What follows belongs to an exercise in optimizing a design on an open flow for small area, a short achievable clock period and few clock cycles; a production flow would make more cautious choices. Only simulation tests tie the RTL to the original design; equivalence was not proved. No activity file was given, so power comes from the tool's default toggle rates.

File: flow/config.mk
export PLATFORM = sky130hd
export DESIGN_NAME = lsu_top
export DESIGN_NICKNAME = lsu_top
export VERILOG_FILES = /design/flow/design.v
export SDC_FILE = /design/flow/constraint.sdc
export NUM_CORES = 4
export LEC_CHECK = 0
export CAP_MARGIN = 20
export CORE_MARGIN = 2
export CORE_UTILIZATION = 40
export SLEW_MARGIN = 20
File: flow/design.v
package isa_pkg;
    typedef enum logic [6:0] {
        OP_LOAD  = 7'b0000011,
        OP_STORE = 7'b0100011
    } opcode_e;
    typedef enum logic [2:0] {
        F3_B  = 3'b000,
        F3_H  = 3'b001,
        F3_W  = 3'b010,
        F3_BU = 3'b100,
        F3_HU = 3'b101
    } funct3_e;
endpackage
package lsu_pkg;
    typedef enum logic [1:0] {
        SIZE_B = 2'd0,
        SIZE_H = 2'd1,
        SIZE_W = 2'd2
    } acc_size_e;
    typedef struct packed {
        logic                     is_load;
        logic                     is_signed;
        acc_size_e                size;
        logic [8-1:0] addr;
        logic [3:0]               wmask;
        logic [32-1:0]     wdata;
    } lsu_entry_t;
    typedef enum logic {
        ISSUE_IDLE = 1'b0,
        ISSUE_WAIT = 1'b1
    } issue_state_e;
endpackage
module lsu_top (
    input  logic                 clk_i,
    input  logic                 rst_n_i,
    input  logic                 req_i,
    output logic                 ack_o,
    input  logic [32-1:0] inst_i,
    input  logic [32-1:0] rs1_i,
    input  logic [32-1:0] rs2_i,
    output logic                 wb_valid_o,
    output logic [32-1:0] wb_data_o,
    output logic                 fault_o
);
    localparam int AW    = 8;
    localparam int WORDS = 2 ** (AW - 2);
    logic          ack_q;
    logic          fault_q;
    logic          ld_q;
    logic          st_q;
    logic [AW-1:0] addr_q;
    logic [2:0]    f3_q;
    logic [31:0]   wdata_q;
    logic          is_load;
    logic          is_store;
    logic [2:0]    funct3;
    logic [AW-1:0] imm;
    logic [AW-1:0] addr;
    logic          f3_ok;
    logic          aligned;
    logic          legal;
    logic          accept;
    logic [31:0]   wdata;
    assign is_load  = inst_i[6:0] == isa_pkg::OP_LOAD;
    assign is_store = inst_i[6:0] == isa_pkg::OP_STORE;
    assign funct3   = inst_i[14:12];
    assign imm      = is_store ? {inst_i[AW+19:25], inst_i[11:7]} : inst_i[AW+19:20];
    assign addr     = rs1_i[AW-1:0] + imm;
    always_comb begin
        case (funct3)
            3'b000, 3'b001, 3'b010: f3_ok = 1'b1;
            3'b100, 3'b101:         f3_ok = is_load;
            default:                f3_ok = 1'b0;
        endcase
        case (funct3[1:0])
            2'b01:   aligned = ~addr[0];
            2'b10:   aligned = addr[1:0] == 2'b00;
            default: aligned = 1'b1;
        endcase
    end
    assign legal  = (is_load || is_store) && f3_ok && aligned;
    assign accept = req_i && !ack_q;
    always_comb begin
        case (funct3[1:0])
            2'b00:   wdata = {4{rs2_i[7:0]}};
            2'b01:   wdata = {2{rs2_i[15:0]}};
            default: wdata = rs2_i;
        endcase
    end
    always_ff @(posedge clk_i) begin
        if (!rst_n_i) begin
            ack_q   <= 1'b0;
            fault_q <= 1'b0;
            ld_q    <= 1'b0;
            st_q    <= 1'b0;
        end else begin
            ack_q   <= req_i;
            fault_q <= accept && !legal;
            ld_q    <= accept && legal && is_load;
            st_q    <= accept && legal && is_store;
        end
    end
    always_ff @(posedge clk_i) begin
        addr_q  <= addr;
        f3_q    <= funct3;
        wdata_q <= wdata;
    end
    logic [31:0] mem [WORDS];
    logic [3:0]  wmask;
    always_comb begin
        case (f3_q[1:0])
            2'b00:   wmask = 4'b0001 << addr_q[1:0];
            2'b01:   wmask = addr_q[1] ? 4'b1100 : 4'b0011;
            default: wmask = 4'b1111;
        endcase
    end
    always_ff @(posedge clk_i) begin
        if (st_q) begin
            for (int b = 0; b < 4; b++) begin
                if (wmask[b]) begin
                    mem[addr_q[AW-1:2]][8*b +: 8] <= wdata_q[8*b +: 8];
                end
            end
        end
    end
    logic [31:0] rword;
    logic [7:0]  b0;
    logic [7:0]  b1;
    logic        sx;
    logic [31:0] ext;
    assign rword = mem[addr_q[AW-1:2]];
    always_comb begin
        case (addr_q[1:0])
            2'd0:    b0 = rword[7:0];
            2'd1:    b0 = rword[15:8];
            2'd2:    b0 = rword[23:16];
            default: b0 = rword[31:24];
        endcase
        b1 = addr_q[1] ? rword[31:24] : rword[15:8];
        case (f3_q[1:0])
            2'b00: begin
                sx  = ~f3_q[2] & b0[7];
                ext = {{24{sx}}, b0};
            end
            2'b01: begin
                sx  = ~f3_q[2] & b1[7];
                ext = {{16{sx}}, b1, b0};
            end
            default: begin
                sx  = 1'b0;
                ext = rword;
            end
        endcase
    end
    logic        wb_valid_q;
    logic [31:0] wb_data_q;
    always_ff @(posedge clk_i) begin
        if (!rst_n_i) begin
            wb_valid_q <= 1'b0;
        end else begin
            wb_valid_q <= ld_q;
        end
    end
    always_ff @(posedge clk_i) begin
        wb_data_q <= ext;
    end
    assign ack_o      = ack_q;
    assign fault_o    = fault_q;
    assign wb_valid_o = wb_valid_q;
    assign wb_data_o  = wb_data_q;
endmodule
File: flow/run.sh
#!/bin/bash
# synth_recipe.tcl (not shown) runs the flow's synth.tcl, then flattens the netlist and writes it again
# the make line also repeats each setting of config.mk as NAME=value (left out here)
make -C /OpenROAD-flow-scripts/flow DESIGN_CONFIG=/design/flow/config.mk WORK_HOME=/design/flow/orfs CLKGATE_MAP_FILE= SYNTH_SCRIPT=/design/flow/synth_recipe.tcl finish
File: flow/constraint.sdc
create_clock -name core_clock -period 5.0 [get_ports {clk_i}]
set_input_delay 1.0000 -clock core_clock [delete_from_list [all_inputs] [get_ports {clk_i}]]
set_output_delay 1.0000 -clock core_clock [all_outputs]
set_load 0.01 [all_outputs]
==> impl_metrics.tcl <==
set metrics [dict create \
    wl_per_cell_um 34.9 \
    vias 50900 \
    place_inst 7730 \
    hpwl_um 179000 \
    clkTransAtPathRegs_ps 60 \
    die_area_mm2 0.209 \
    antenna_found_initial 20 \
    clockRootBuffer "clkbuf_16" \
    status "complete, no violations" \
    synth_ff_type "edfxtp_1" \
    initial_core_util 0.402 \
    grt_overflow 0 \
    p_leak_nw 30.9 \
    gp_congestion 0.942 \
    drc 0 \
    ys_types 87 \
    syn_nets 4910 \
    drt-met1-wl_um 104000 \
    post_cts_buffers 0 \
    ant_nets 0 \
    synth-simple-area-share 0.0387 \
    maxSlewViolCount 0 \
    insertion_delay_ps 870 \
    grt_max_degree 65 \
    synthCells 4800 \
    setup-violations-final 0 \
    r2r_slack_ps 530 \
    cts_hold_buf 0 \
    num_rows 166 \
    muxShareOfSynthArea 0.0731 \
    drv_cap 0 \
    h-tree-depth 4 \
    max_freq_mhz 224 \
    port_buffers 100 \
    min_delay_path_depth 1 \
    synth_top_family_by_area "compound AO/OA/AOI/OAI gates" \
    mappedNetlistArea_mm2 0.0822 \
    dr.pass1.iters 6 \
    vdd_drop_max_mv 0.496 \
    routed_wl_um 283000 \
    wl_met2_um 124000 \
    tightestPinTransition_ps 1270 \
    globalRouteTotalUtil 0.264 \
    worstSetupPathType "reg -> reg" \
    cp.required_ps 5750 \
    clock-sinks 2128 \
    tns_ps 0 \
    r2r-end "wb_data_q[3]" \
    hold_viol 0 \
    synth_edf_count 2048 \
    rsz0062_at_grt "no" \
    finalCriticalPeriod_ps 4470 \
    drive_gt1_frac 0.205 \
    stdcell_count 8115 \
    setup_ws_ps 529 \
    r2r_start "addr_q[2]" \
    dr_wl_met3_um 36600 \
    die_w_um 457 \
    areaGrowthSynthToFinish_pct 16.4 \
    clock-skew-final_ps 40.8 \
    nets 5360 \
    fin_hold_ws_ps 441 \
    drt_first_iter_violations 8135 \
    grt_pass1_wl_um 386000 \
    synth_area_per_cell_um2 17.1 \
    chipHeight_um 457 \
    startpoint_type "flop" \
    avgViaCountPerCell 6.27 \
    cts_tree "done" \
    top_layer "met5" \
    cts_resized 0 \
    ys_seq_area_frac 0.768 \
    num_io_pins 134 \
    synth_compound_area_frac 0.0971 \
    ys_ff_latch 2128 \
    cts_made_buffers 206 \
    synthAdderAreaFrac 0.00177 \
    reg2reg_depth 11 \
    critPathArrivalTime_ps 5220 \
    endpoint_kind "flop" \
    clockBufferDepth 3 \
    cp_max_fo 21 \
    dp_slack_ps 707 \
    min-delay-start "ld_q" \
    powerDensity_mw_per_mm2 454 \
    grt_pass1_vias 47600 \
    coreArea_mm2 0.204 \
    hp-class "reg -> reg" \
    min_period_over_period 0.894 \
    async_flop_share 0 \
    ys_warn_count 1 \
    relSlewSlack 0.154 \
    synth_xor_area_frac 0.000746 \
    min_to "wb_valid_q" \
    post-route-util 0.468 \
]
## final cells by class
type                    instances  area [um2]
clock buffers                 287        5680
well taps                    2688        3360
flip-flops and latches       2128       63200
repair buffers                576        5040
fillers                     17400      109000
multi-input cells            2321       17600
clock inverters                90         749
inverters                      17        71.3
diodes                          8        20.0
## power by group
part           switching [mW]  leakage [nW]  internal [mW]
sequential              0.370          19.1           19.9
clock                    6.67          3.14           8.37
combinational            5.58          8.67           2.62
total                    12.6          30.9           30.9
## stage by stage
step           power, mW  instance area [um2]
2_1_floorplan       24.4                82200
3_3_place_gp        28.5                89200
3_5_place_dp        28.5                89200
4_1_cts             43.3                95600
5_1_grt             44.3                95600
6_report            43.5                95600
## worst max-delay path by stage
stage / end / from / slack [ps] / depth (start not counted)
5_1_grt: wb_data_q[27] / addr_q[3] / 540 / 12
6_report: wb_data_q[3] / addr_q[2] / 530 / 11
2_1_floorplan: ld_q / inst_i[3] / 1790 / 12
4_1_cts: wb_data_q[3] / addr_q[2] / 660 / 11
3_5_place_dp: wb_data_q[27] / addr_q[3] / 710 / 12
3_3_place_gp: wb_data_q[20] / addr_q[3] / 750 / 12
## kinds of logic (layout without fill, tap and decap cells)
logic type / after synthesis / in the layout
other: 0 / 8
AO/OA/AOI/OAI: 1068 / 1068
flip-flops: 2128 / 2128
multiplexers: 486 / 486
AND/OR/NAND/NOR: 749 / 749
XOR/XNOR: 7 / 7
buffers and inverters: 351 / 970
adder cells (fa/ha/maj): 11 / 11
## per-layer routing
layer | global-route usage | up-vias
met4 | 0.141 | 14
li1 | - | 20400
met3 | 0.0700 | 714
met2 | 0.395 | 3826
met1 | 0.354 | 25900
met5 | 0 | -
## cells in the final DEF (no fill, tap or decap), types with 100 or more instances in the layout
master / Yosys / routed
mux2_2: 185 / 185
a221oi_1: 236 / 236
clkbuf_16: 0 / 211
a22oi_1: 201 / 201
o21ai_0: 106 / 106
clkdlybuf4s50_1: 0 / 100
edfxtp_1: 2048 / 2048
a21oi_1: 145 / 145
mux2i_1: 227 / 227
nor2_1: 400 / 393
nand2_1: 217 / 216
buf_4: 42 / 439
## registers in the layout (all words and copies together), names as in the netlist
| signal | cells |
|---|---|
| addr_q | 8 |
| st_q | 1 |
| wb_data_q | 32 |
| ack_q | 1 |
| fault_q | 1 |
| mem | 2048 |
| ld_q | 1 |
| wdata_q | 32 |
| f3_q | 3 |
| wb_valid_q | 1 |
## synth_stat cells, types with 50 or more instances
library cell / instances / area share
a21oi_1: 145 / 0.0088
a221o_1: 50 / 0.0061
a221oi_1: 236 / 0.025
a22oi_1: 201 / 0.018
buf_2: 100 / 0.0061
clkbuf_1: 143 / 0.0065
dfxtp_1: 80 / 0.019
edfxtp_1: 2048 / 0.75
mux2_2: 185 / 0.025
mux2i_1: 227 / 0.028
mux4_2: 71 / 0.019
nand2_1: 217 / 0.0099
nor2_1: 400 / 0.018
o21ai_0: 106 / 0.0065
o22ai_1: 73 / 0.0056
## critical path, stage by stage, from the launching register on
cell	delay, ps
dfxtp_4	720
buf_4	420
nor2b_4	140
buf_4	300
a221oi_1	370
a2bb2oi_1	280
nor2_1	120
a2111oi_0	640
buf_4	260
nand4_1	490
o22a_1	400
o211a_1	130
Testbench counts, summed over its fixed seeds: cycles 32,000.

re-timing with driven ports:
No port has a modelled driver above. Below, the same layout with a new extraction and two added sets of constraints.
Step 1 assumes that a clkbuf_16 drives the clock port and a buf_2 every other input.
Step 2, shift: input delay + t, output delay - t, t = (earliest + latest rising clock arrival at the registers) / 2. This alone moves slack from input paths to output paths.
Slacks: no drivers / after step 1 / after step 2; pairs: no drivers / after step 1.
t, ns: 0.941
setup WS [ns]: 0.529 / 0.529 / 0.529
hold WS [ns]: 0.441 / 0.441 / 0.441
worst data-port slew with drivers (ns): 0.05
After both steps setup and hold are still met in this run. For this run, drivers alone change the setup slack by 0.000 ns; drivers and shift together by 0.000 ns.
